From an optimization exercise on the open Yosys and OpenROAD flow, aimed at small area, a short achievable clock period and few clock cycles; shortcuts taken in it are not production practice. RTL that was checked went through simulation tests only; none was proved equivalent to the original. Power and IR drop assume default switching activity.

==> tundra: inputs <==
## kmp_substring_search
module kmp_substring_search
(
    input  wire                 i_clk,
    input  wire                 i_rst_n,
    input  wire                 i_cfg_we,
    input  wire [1:0]           i_cfg_index,
    input  wire [63:0]          i_cfg_data,
    input  wire                 i_text_valid,
    input  wire [7:0]           i_text_byte,
    input  wire                 i_text_is_final,
    output wire                 o_text_ready,
    output wire                 o_result_valid,
    output wire                 o_result_found,
    output wire [15:0]          o_result_index,
    input  wire                 i_result_ready
);
Settings: LEC_CHECK=0, CAP_MARGIN=20, CORE_MARGIN=2, CORE_UTILIZATION=40, PLACE_DENSITY=0.6, SETUP_SLACK_MARGIN=3.4, SLEW_MARGIN=20; clock period 5.5 ns.
standard.sh (not shown) runs the stock make flow with config.mk's settings and CLKGATE_MAP_FILE= SYNTH_SCRIPT=/design/flow/synth_recipe.tcl, a recipe that flattens the netlist after the stock synthesis.
==> flow/flow/run.sh <==
#!/bin/bash
set -euo pipefail
bash standard.sh \
  "BUFFER_PORTS_ARGS=-buffer_cell sky130_fd_sc_hd__buf_1" \
  "CTS_ARGS=-sink_clustering_enable -repair_clock_nets -dont_use_dummy_load" \
  finish > standard_flow.log 2>&1
==> delta (differences from tundra) <==
--- a/flow/design.v
+++ b/flow/design.v
@@ -74,54 +74,49 @@
         end else begin
             r_clear_d <= cfg_hit;
             if (i_cfg_we && i_cfg_index == 2'd0) r_lo_ok <= 1'b1;
             if (i_cfg_we && i_cfg_index == 2'd1) r_hi_ok <= 1'b1;
             if (i_cfg_we && i_cfg_index == 2'd2) r_nn <= cfg_nn;
         end
     end
     logic [15:0] m_last;
+    logic [15:0] m_prev;
     logic        n_zero;
     logic        n_le1;
     always_comb begin
         for (int k = 0; k < 16; k++) begin
             m_last[k] = (r_nn == 5'(32 - (k + 1)));
+            m_prev[k] = (r_nn == 5'(32 - (k + 2)));
         end
     end
     assign n_zero = (r_nn == 5'd0);
     assign n_le1  = (r_nn == 5'd0) || (r_nn == 5'd31);
     logic [15:0] q_start;
     logic        q_at_sat;
     always_comb begin
         logic lower;
         lower = 1'b1;
         for (int i = 0; i < 5; i++) begin
             q_start[i] = !n_zero && (r_nn[i] ^ lower);
             lower      = lower & r_nn[i];
         end
     end
     assign q_start[15:5] = {11{!n_le1}};
-    logic [15:0] q_second;
-    always_comb begin
-        logic [4:0] v;
-        v = 5'd2;
-        for (int k = 0; k <= 16; k++) if (r_nn == 5'((32 - k) % 32)) v = 5'((34 - k) % 32);
-        q_second = {{11{v[4]}}, v};
-    end
     logic        r_rdy;
     logic        r_frz;
     logic        r_v1, r_f1;
     logic [7:0]  r_b1;
     logic [15:0] r_d;
     logic        r_v2, r_f2, r_h2;
     logic        r_ans;
-    logic [15:0] r_q;          
-    logic        r_l;          
+    logic [15:0] r_q;
     logic        r_out_valid;
     logic        r_out_found;
+    logic [15:0] r_out_index;
     logic [15:0] eq;
     logic        zb;
     logic [15:0] dn;
     logic        hit1;
     assign zb = (r_b1 == 8'd0);
     always_comb begin
         for (int k = 0; k < 8; k++) begin
             eq[k]     = r_lo_ok ? (r_b1 == r_pat_lo[8*k +: 8]) : zb;
@@ -131,26 +126,21 @@
     assign dn   = {r_d[14:0], 1'b1} & eq;
     assign hit1 = n_zero || |(dn & m_last);
     logic decide2;
     logic issue;
     logic ans_n;
     assign decide2 = r_v2 && !r_ans && (r_h2 || r_f2);
     assign issue   = !r_frz && decide2;
     assign ans_n   = (!r_frz && r_v2) ? (!r_f2 && (r_ans || r_h2)) : r_ans;
-    logic proc2;
-    logic cnt2;
-    logic l_n;
+    logic cm1;
     logic maybe_n;
     logic out_valid_n;
-    assign proc2       = !r_frz && r_v2;
-    assign cnt2        = proc2 && !r_ans && !r_f2;
-    assign l_n         = !issue && (r_l || cnt2);
-    assign maybe_n     = r_frz ? (r_v2 && (r_f2 || (!r_ans && (r_l || n_le1))))
-                               : (r_v1 && (r_f1 || (!ans_n && (l_n || n_le1))));
+    assign cm1         = n_le1 || |(r_d & m_prev);
+    assign maybe_n     = r_frz ? decide2 : (r_v1 && !ans_n && (r_f1 || cm1));
     assign out_valid_n = issue || (r_out_valid && !i_result_ready);
     logic [15:0] q_inc;
     logic [15:0] q_carry;
     assign q_at_sat = (&r_q[15:5]) && (r_q[4:0] == r_nn);
     assign q_carry[0] = !q_at_sat;
     for (genvar i = 1; i < 16; i++) begin : g_carry
         assign q_carry[i] = !q_at_sat && (&r_q[i-1:0]);
     end
@@ -180,40 +170,34 @@
                 r_v1 <= i_text_valid && r_rdy;
                 r_v2 <= r_v1;
                 if (r_v1) r_d <= r_f1 ? 16'd0 : dn;
             end
             r_ans <= ans_n;
         end
     end
     always_ff @(posedge i_clk) begin
-        if (!i_rst_n) r_l <= 1'b0;
-        else          r_l <= l_n;
-    end
-    always_ff @(posedge i_clk) begin
         if (!i_rst_n) begin
             r_q <= '0;
         end else if (r_clear_d) begin
             r_q <= q_start;
-        end else if (issue) begin
-            if (!r_h2) r_q <= '0;
-        end else if (r_out_valid) begin
-            if (i_result_ready) r_q <= (r_l || cnt2) ? q_second : q_start;
-        end else if (proc2) begin
-            if (r_f2)        r_q <= q_start;
-            else if (!r_ans) r_q <= q_inc;
+        end else if (!r_frz && r_v2) begin
+            r_q <= r_f2 ? q_start : q_inc;
         end
     end
     always_ff @(posedge i_clk) begin
         if (!r_frz) begin
             r_b1 <= i_text_byte;
             r_f1 <= i_text_is_final;
             r_h2 <= hit1;
             r_f2 <= r_f1;
         end
-        if (issue) r_out_found <= r_h2;
+        if (issue) begin
+            r_out_found <= r_h2;
+            r_out_index <= r_h2 ? r_q : 16'd0;
+        end
     end
     assign o_text_ready   = r_rdy;
     assign o_result_valid = r_out_valid;
     assign o_result_found = r_out_found;
-    assign o_result_index = r_q;
+    assign o_result_index = r_out_index;
 endmodule
 `default_nettype wire
==> flow/flow/run.sh (replaced) <==
#!/bin/bash
set -euo pipefail
bash standard.sh \
  "BUFFER_PORTS_ARGS=-buffer_cell sky130_fd_sc_hd__buf_1" \
  "CTS_ARGS=-sink_clustering_enable -repair_clock_nets -dont_use_dummy_load -root_buf sky130_fd_sc_hd__clkbuf_16 -buf_list sky130_fd_sc_hd__clkbuf_16 -sink_clustering_size 15 -sink_clustering_max_diameter 80" \
  finish > standard_flow.log 2>&1
==> flow/config.mk (replaced) <==
export PLATFORM = sky130hd
export DESIGN_NAME = kmp_substring_search
export DESIGN_NICKNAME = kmp_substring_search
export VERILOG_FILES = /design/flow/design.v
export SDC_FILE = /design/flow/constraint.sdc
export NUM_CORES = 4
export LEC_CHECK = 0
export CAP_MARGIN = 20
export CORE_MARGIN = 2
export CORE_UTILIZATION = 50
export PLACE_DENSITY = 0.65
export SETUP_SLACK_MARGIN = 3.45
export SLEW_MARGIN = 20
==> qor summary <==
metric                                                                                      delta                   tundra
Status                                                                    complete, no violations  complete, no violations
Post-synthesis share of cell area spent on and, or, nand and nor gates                     0.1169                   0.1306
Setup Crit Path Kind                                                                   reg -> out               reg -> reg
Critical R2R Capture                                                                         r_h2                   r_q[9]
Top routing layer used                                                                       met4                     met5
Mapped Cells                                                                                  698                      713
Sequential cell area share                                                                 0.5281                   0.4898
Average instance area after synthesis                                                   12.98 um2                12.20 um2
Routed wire length per instance                                                          19.48 um                 18.93 um
Data required time of the worst path                                                      4400 ps                  5820 ps
Placeable core region                                                                   17840 um2                21150 um2
Number of sinks driven by the clock tree                                                      202                      186
Flop2flop setup slack                                                                     3440 ps                  3380 ps
Mapped Area                                                                              9059 um2                 8698 um2
Clock skew after layout                                                                  27.66 ps                 22.62 ps
Cell with the largest stage delay on the worst path                     sky130_fd_sc_hd__edfxtp_1  sky130_fd_sc_hd__or4b_4
Area share of the largest cell type after synthesis                                        0.5171                   0.4833
Tap Count                                                                                     229                      275
CP Capture Type                                                                        output pin                flip-flop
Worst reg-to-reg path cell count                                                                9                        8
Reported sequential group power                                                           1.76 mW                  1.62 mW
Finished Layout Cells                                                                        1050                     1114
Instance count on the critical path                                                             1                        8
Hold Crit Depth                                                                                 2                        1
WHS                                                                                      501.4 ps                 450.3 ps
Capturing element of the worst setup path                                       o_result_index[3]                   r_q[9]
P_int                                                                                    2.405 mW                 2.269 mW
Testbench counts of delta, summed over its fixed seeds: cycles 19,925.
For tundra, only the layout was checked, not whether the RTL still works.

static timing again, ports no longer ideal:
In the flow no input, the clock included, has a driving cell. The finished layouts below were timed again as built, in two steps.
Step 1 assumes that a clkbuf_16 drives the clock port and a buf_2 every other input.
Step 2 times the ports against the registers' clock, not the clock port: input delays grow and output delays shrink by t, the midpoint of the rising clock arrivals with the driver on.
a / b / c = ideal ports / drivers / drivers and shift; a / b = the first two.
run	shift t [ns]	setup WS [ns]	worst data-port slew with drivers (ns)	pins driven straight from the clock port
tundra	0.463	3.381 / 3.381 / 2.977	0.07	1
delta	0.510	3.440 / 3.396 / 2.982	0.04	1
After both steps setup and hold are still met in every run listed. The setup slack of delta, which loses most, moves by -0.044 ns with the drivers and by -0.458 ns with both steps.
